Source: an optimization exercise on an open RTL-to-GDS flow (aim: small area). Production flows keep margins and buffers that such runs may drop.
In this exercise RTL edits were held to simulation tests only and were not proved equivalent to the original.
Power and IR drop assume default switching activity.

== run 4 ==
==> flow/design.v <==
module id_stage_rf_wmux (
    input  logic        wen,
    input  logic        keep,
    input  logic [31:0] d,
    input  logic [31:0] q,
    output logic [31:0] y
);
    assign y = ({32{wen}} & d) | ({32{keep}} & q);
endmodule
module id_stage_rf_wmux_n (
    input  logic        wen,
    input  logic        keep,
    input  logic [31:0] d,
    input  logic [31:0] q,
    output logic [31:0] y_n
);
    assign y_n = ~(({32{wen}} & d) | ({32{keep}} & q));
endmodule
module id_stage_rf_ao3 (
    input  logic [2:0] sel,
    input  logic [2:0] d,
    output logic       y_n
);
    assign y_n = !(|(sel & d));
endmodule
module id_stage_rf_rbit (
    input  logic [31:0] sel,
    input  logic [31:0] d,
    output logic        y_n
);
    logic [10:0] w_g_n;
    genvar gk;
    generate
        for (gk = 0; gk < 10; gk++) begin : g_ao3
            id_stage_rf_ao3 u_ao3 (.sel(sel[3*gk +: 3]), .d(d[3*gk +: 3]), .y_n(w_g_n[gk]));
        end
    endgenerate
    assign w_g_n[10] = !(|(sel[31:30] & d[31:30]));
    assign y_n = &w_g_n;
endmodule
module id_stage #(
    parameter logic [31:0] NOP_INSTR = 32'h00000000
) (
    input  logic        clk,
    input  logic        rst_n,
    input  logic        if_valid,
    input  logic [31:0] if_instr,
    output logic        if_ready,
    output logic        ex_valid,
    input  logic        ex_ready,
    output logic [31:0] ex_instr,
    output logic [31:0] ex_gr1,
    output logic [31:0] ex_gr2,
    input  logic        flush,
    input  logic        wb_en,
    input  logic [4:0]  wb_addr,
    input  logic [31:0] wb_data
);
    logic [31:0] r_regs [1:31];
    logic [31:0] w_next [1:31];
    logic [31:1] r_wr;
    logic [31:1] w_wen;
    logic [31:0] w_sel1;
    logic [31:0] w_sel2;
    logic [4:0]  w_rs;
    logic [4:0]  w_rt;
    logic        w_accept;
    logic        w_hold;
    logic [31:0] w_d1_n;
    logic [31:0] w_d2_n;
    logic [31:0] w_instr_n;
    logic        r_zero;
    logic        r_ex_valid;
    logic [31:0] r_ex_instr_n;
    logic [31:0] r_ex_gr1_n;
    logic [31:0] r_ex_gr2_n;
    assign w_rs = if_instr[25:21];
    assign w_rt = if_instr[20:16];
    assign if_ready = !flush && (!r_ex_valid || ex_ready);
    assign w_accept = if_valid && if_ready;
    assign w_hold   = !flush && !w_accept;
    assign w_sel1[0] = w_hold;
    assign w_sel2[0] = w_hold;
    genvar gi, gj;
    generate
        for (gi = 1; gi < 32; gi++) begin : g_rf
            assign w_wen[gi]  = wb_en && (wb_addr == 5'(gi));
            assign w_sel1[gi] = w_accept && r_wr[gi] && (w_rs == 5'(gi));
            assign w_sel2[gi] = w_accept && r_wr[gi] && (w_rt == 5'(gi));
            id_stage_rf_wmux u_wmux (
                .wen(w_wen[gi]), .keep(!w_wen[gi]), .d(wb_data), .q(r_regs[gi]), .y(w_next[gi])
            );
            always_ff @(posedge clk) begin
                r_regs[gi] <= w_next[gi];
            end
            always_ff @(posedge clk or negedge rst_n) begin
                if (!rst_n)          r_wr[gi] <= 1'b0;
                else if (w_wen[gi])  r_wr[gi] <= 1'b1;
            end
        end
        for (gj = 0; gj < 32; gj++) begin : g_rd
            logic [31:0] w_col1;
            logic [31:0] w_col2;
            assign w_col1[0] = ex_gr1[gj];
            assign w_col2[0] = ex_gr2[gj];
            for (gi = 1; gi < 32; gi++) begin : g_col
                assign w_col1[gi] = r_regs[gi][gj];
                assign w_col2[gi] = r_regs[gi][gj];
            end
            id_stage_rf_rbit u_rd1 (.sel(w_sel1), .d(w_col1), .y_n(w_d1_n[gj]));
            id_stage_rf_rbit u_rd2 (.sel(w_sel2), .d(w_col2), .y_n(w_d2_n[gj]));
        end
    endgenerate
    id_stage_rf_wmux_n u_imux (
        .wen(w_accept), .keep(w_hold), .d(if_instr), .q(ex_instr), .y_n(w_instr_n)
    );
    always_ff @(posedge clk or negedge rst_n) begin
        if (!rst_n) r_zero <= 1'b1;
        else        r_zero <= 1'b0;
    end
    always_ff @(posedge clk) begin
        r_ex_gr1_n   <= w_d1_n;
        r_ex_gr2_n   <= w_d2_n;
        r_ex_instr_n <= w_instr_n & ~({32{flush}} & NOP_INSTR);
    end
    always_ff @(posedge clk or negedge rst_n) begin
        if (!rst_n) begin
            r_ex_valid <= 1'b0;
        end else begin
            if (flush) begin
                r_ex_valid <= 1'b0;
            end else if (w_accept) begin
                r_ex_valid <= 1'b1;
            end else if (ex_ready) begin
                r_ex_valid <= 1'b0;
            end
        end
    end
    assign ex_valid = r_ex_valid;
    assign ex_instr = ~(r_ex_instr_n | {32{r_zero}}) | ({32{r_zero}} & NOP_INSTR);
    assign ex_gr1   = ~(r_ex_gr1_n | {32{r_zero}});
    assign ex_gr2   = ~(r_ex_gr2_n | {32{r_zero}});
endmodule
Settings: LEC_CHECK=0, CAP_MARGIN=20, CORE_MARGIN=2, CORE_UTILIZATION=50, PLACE_DENSITY=0.6, SLEW_MARGIN=20, SYNTH_HIERARCHICAL=1, SYNTH_MINIMUM_KEEP_SIZE=0; clock period 5.0 ns.
standard.sh (not shown) runs the stock make flow with config.mk's settings and CLKGATE_MAP_FILE= SYNTH_SCRIPT=/design/flow/synth_recipe.tcl, a recipe that flattens the netlist after the stock synthesis.
==> flow/flow/run.sh <==
#!/bin/bash
set -o pipefail
export BUFFER_PORTS_ARGS="-buffer_cell sky130_fd_sc_hd__buf_1"
export GLOBAL_PLACEMENT_ARGS="-timing_driven_net_reweight_overflow {30}"
export CTS_ARGS="-sink_clustering_enable -repair_clock_nets -dont_use_dummy_load -buf_list sky130_fd_sc_hd__clkbuf_8 -sink_clustering_size 14 -sink_clustering_max_diameter 70"
bash standard.sh finish > standard.log 2>&1
Run 4: all stages complete, timing, DRC and antenna checks passed
#### Input delta (run 2 over run 4)
- CORE_UTILIZATION now 60, was 50
- PLACE_DENSITY now 0.7, was 0.6
==> notes.md <==
- Per the comparison of run 2 with run 4, layout overhead on the synthesized area down 0.35 points; met3 usage up 1.3 points; final-layout non-clock buffer area share up 0.24 points.
- There was hardly any difference in total power between run 4 and run 2.

==> static timing again, ports no longer ideal <==
Ports are ideal in the flow. The routed layouts listed here were re-timed in OpenROAD.
Step 1 assumes that a clkbuf_16 drives the clock port and a buf_2 every other input.
Step 2 moves the port delays by t, midway between the first and last clock arrival at a register: inputs arrive t later, outputs are due t later. That takes back most of the time a late clock gives input paths.
Slacks: ideal / step 1 / step 2; pairs: ideal / step 1.
run | shift t [ns] | setup slack, ns | worst hold slack (ns) | worst setup path after step 2 | clock arrival spread, ns
run 4 | 0.819 | 1.187 / 1.118 / 0.791 | 0.161 / 0.117 / 0.492 | input to register | 0.050 / 0.051
run 2 | 0.800 | 1.262 / 1.191 / 0.734 | 0.437 / 0.393 / 0.492 | input to register | 0.068 / 0.068
After both steps setup and hold are still met in every run listed. The setup slack of run 2, which loses most, moves by -0.071 ns with the drivers and by -0.528 ns with both steps.
